Context: an optimization exercise on an open-source flow, tuned for small area, a short achievable clock period and few clock cycles per item. The choices shown serve that exercise and are no tape-out recipe. In this exercise RTL edits were held to simulation tests only and were not proved equivalent to the original. Power and IR drop assume default switching activity.

== before ==
// rpn_stack_calculator_top
module rpn_stack_calculator_top #(
    parameter int STACK_DEPTH = rsc_pkg::STACK_DEPTH_DEF
) (
    input  logic        i_clk,
    input  logic        i_rst_n,
    input  logic        i_in_valid,
    output logic        o_in_ready,
    input  logic [2:0]  i_req_type,
    input  logic [31:0] i_operand_value,
    output logic        o_out_valid,
    input  logic        i_out_ready,
    output logic [31:0] o_result_value,
    output logic [31:0] o_top_value,
    output logic [4:0]  o_stack_depth,
    output logic [2:0]  o_status
);
For scale: ~5300 cells after synthesis, roughly 720 flip-flops, about 110 I/O pins, about 0.053 mm2 of cells after synthesis.
clock: 10.0 ns
lec_check: 0
cap_margin: 35
core_margin: 2
core_utilization: 40
setup_slack_margin: 5
slew_margin: 35
run.sh (not shown) runs the stock make flow with config.mk's settings and CLKGATE_MAP_FILE= SYNTH_SCRIPT=/design/flow/synth_recipe.tcl, a recipe that flattens the netlist after the stock synthesis.
Testbench counts of before, summed over its fixed seeds: cycles 13,930, items 4,000.
> inputs changed (before -> after)
-- flow/design.v --
<<< before, line 64
    logic [15:0] r_pc;
    logic [4:0]  r_ic;
    logic busy, take, out_free, exec, q_free;
    assign busy     = (r_u != U_IDLE);
>>> after, line 64
    logic [15:0] r_pc;
    logic [4:0]  r_ic;
    logic [1:0]  r_nb;
    logic busy, take, out_free, exec, q_free;
    assign busy     = (r_u != U_IDLE);
<<< before, line 91
    assign pow_triv = ($signed(r_t) <= $signed(32'h0001_0000));
    assign pt_q    = t_zero ? 32'h0001_0000 : r_s;
    logic [31:0] abs_s, abs_t;
    assign abs_s = r_s[31] ? 32'(-r_s) : r_s;
    assign abs_t = r_t[31] ? 32'(-r_t) : r_t;
>>> after, line 92
    assign pow_triv = ($signed(r_t) <= $signed(32'h0001_0000));
    assign pt_q    = t_zero ? 32'h0001_0000 : r_s;
    function automatic logic [1:0] nbyte(input logic [31:0] x);
        nbyte = (x[31:24] != 8'd0) ? 2'd3 : (x[23:16] != 8'd0) ? 2'd2 : (x[15:8] != 8'd0) ? 2'd1 : 2'd0;
    endfunction
    logic [31:0] abs_s, abs_t;
    logic [1:0]  nb_s, nb_t;
    logic        m_swap;
    assign nb_s   = nbyte(abs_s);
    assign nb_t   = nbyte(abs_t);
    assign m_swap = (nb_s < nb_t);
    assign abs_s = r_s[31] ? 32'(-r_s) : r_s;
    assign abs_t = r_t[31] ? 32'(-r_t) : r_t;
<<< before, line 177
    logic [31:0] m_mag;
    rsc_add #(32) u_h (.a(r_cs), .b(r_cc), .ci(r_cin), .s(h), .co(h_co));
    assign m_sat = r_sgn ? ((h[31:16] != 16'd0) || (h[15] && ({h[14:0], r_b[31:16]} != 31'd0)))
                         : (h[31:15] != 17'd0);
    assign m_mag = m_sat ? {r_sgn, {31{~r_sgn}}} : {h[15:0], r_b[31:16]};
    logic [15:0] m_nlo, m_nhi;
    logic [31:0] m_q;
    assign m_nlo = 16'(-r_b[31:16]);
    assign m_nhi = ~h[15:0] + {15'd0, (r_b[31:16] == 16'd0)};
    assign m_q   = m_sat ? {r_sgn, {31{~r_sgn}}} : (r_sgn ? {m_nhi, m_nlo} : {h[15:0], r_b[31:16]});
    logic [32:0] x1;
    logic [33:0] x2;
>>> after, line 186
    logic [31:0] m_mag;
    rsc_add #(32) u_h (.a(r_cs), .b(r_cc), .ci(r_cin), .s(h), .co(h_co));
    logic [47:0] m48;
    always_comb begin
        case (r_nb)
            2'd3:    m48 = {h, r_b[31:16]};
            2'd2:    m48 = {8'd0, h, r_b[31:24]};
            2'd1:    m48 = {16'd0, h};
            default: m48 = {24'd0, h[31:8]};
        endcase
    end
    assign m_sat = r_sgn ? ((m48[47:32] != 16'd0) || (m48[31] && (m48[30:0] != 31'd0)))
                         : (m48[47:31] != 17'd0);
    assign m_mag = m_sat ? {r_sgn, {31{~r_sgn}}} : m48[31:0];
    logic [1:0] nb_m;
    assign nb_m = m_sat ? 2'd3 : nbyte(m48[31:0]);
    logic [31:0] m_q;
    assign m_q   = m_sat ? {r_sgn, {31{~r_sgn}}} : (r_sgn ? 32'(-m48[31:0]) : m48[31:0]);
    logic [32:0] x1;
    logic [33:0] x2;
<<< before, line 289
                        r_u   <= U_DIT;
                    end else begin
                        r_a   <= abs_s;
                        r_b   <= is_pow ? abs_s : abs_t;
                        r_sgn <= is_pow ? 1'b0 : (r_s[31] ^ r_t[31]);
                        r_pc  <= is_pow ? pow_n1 : 16'd1;
>>> after, line 306
                        r_u   <= U_DIT;
                    end else begin
                        r_a   <= (~is_pow & m_swap) ? abs_t : abs_s;
                        r_b   <= (is_pow | m_swap) ? abs_s : abs_t;
                        r_nb  <= (is_pow | m_swap) ? nb_s : nb_t;
                        r_sgn <= is_pow ? 1'b0 : (r_s[31] ^ r_t[31]);
                        r_pc  <= is_pow ? pow_n1 : 16'd1;
<<< before, line 304
                    r_b   <= {m_lo[MB-1:0], r_b[31:MB]};
                    r_ic  <= r_ic + 4'd1;
                    if (r_ic == 4'(NI - 1)) r_u <= U_MF1;
                end
                U_MF1: begin
                    r_b   <= m_mag;
                    r_sat <= r_sat | m_sat;
                    r_cs  <= '0;
>>> after, line 322
                    r_b   <= {m_lo[MB-1:0], r_b[31:MB]};
                    r_ic  <= r_ic + 4'd1;
                    if (r_ic[1:0] == r_nb) r_u <= U_MF1;
                end
                U_MF1: begin
                    r_b   <= m_mag;
                    r_nb  <= nb_m;
                    r_sat <= r_sat | m_sat;
                    r_cs  <= '0;
==> comparison <==
Diff after..before | count of final hold-check violations | unchanged. Combinational group share of total power in after is 37 points above before. Comparing after and before, largest net degree at the start of global routing is lower on before. Taking before over after, the overall via count from detail_route ratio works out to 0.913. In after the global-route wire length before repair turned out 14% higher than in before. Diff before -> after | number of DRC markers after the initial detailed-route iteration | up by more than 10%. before → after: total die area increased by 5.5% relative to the old numbers, routed wire length moved up.
Testbench counts of after, summed over its fixed seeds: cycles 12,876, items 4,000.

-- afterwards: timing with drivers on the ports --
How much do the figures lean on ideal ports? The routed layouts below were timed once more, with nothing changed but the port constraints. Step 1 assumes that a clkbuf_16 drives the clock port and a buf_2 every other input. Step 2 moves the port delays by t, midway between the first and last clock arrival at a register: inputs arrive t later, outputs are due t later. That takes back most of the time a late clock gives input paths. Slacks: no drivers / after step 1 / after step 2; pairs: no drivers / after step 1.
| run | shift t [ns] | setup slack, ns | worst setup path at the end | clock arrival spread, ns | cell pins on the clock port's net |
|---|---|---|---|---|---|
| before | 0.774 | 5.006 / 5.006 / 4.494 | input to register | 0.031 / 0.031 | 1 |
| after | 0.803 | 4.921 / 4.921 / 4.281 | input to register | 0.028 / 0.028 | 1 |
After both steps setup and hold are still met in every run listed. For after, which loses most, drivers alone change the setup slack by 0.000 ns; drivers and shift together by -0.640 ns.
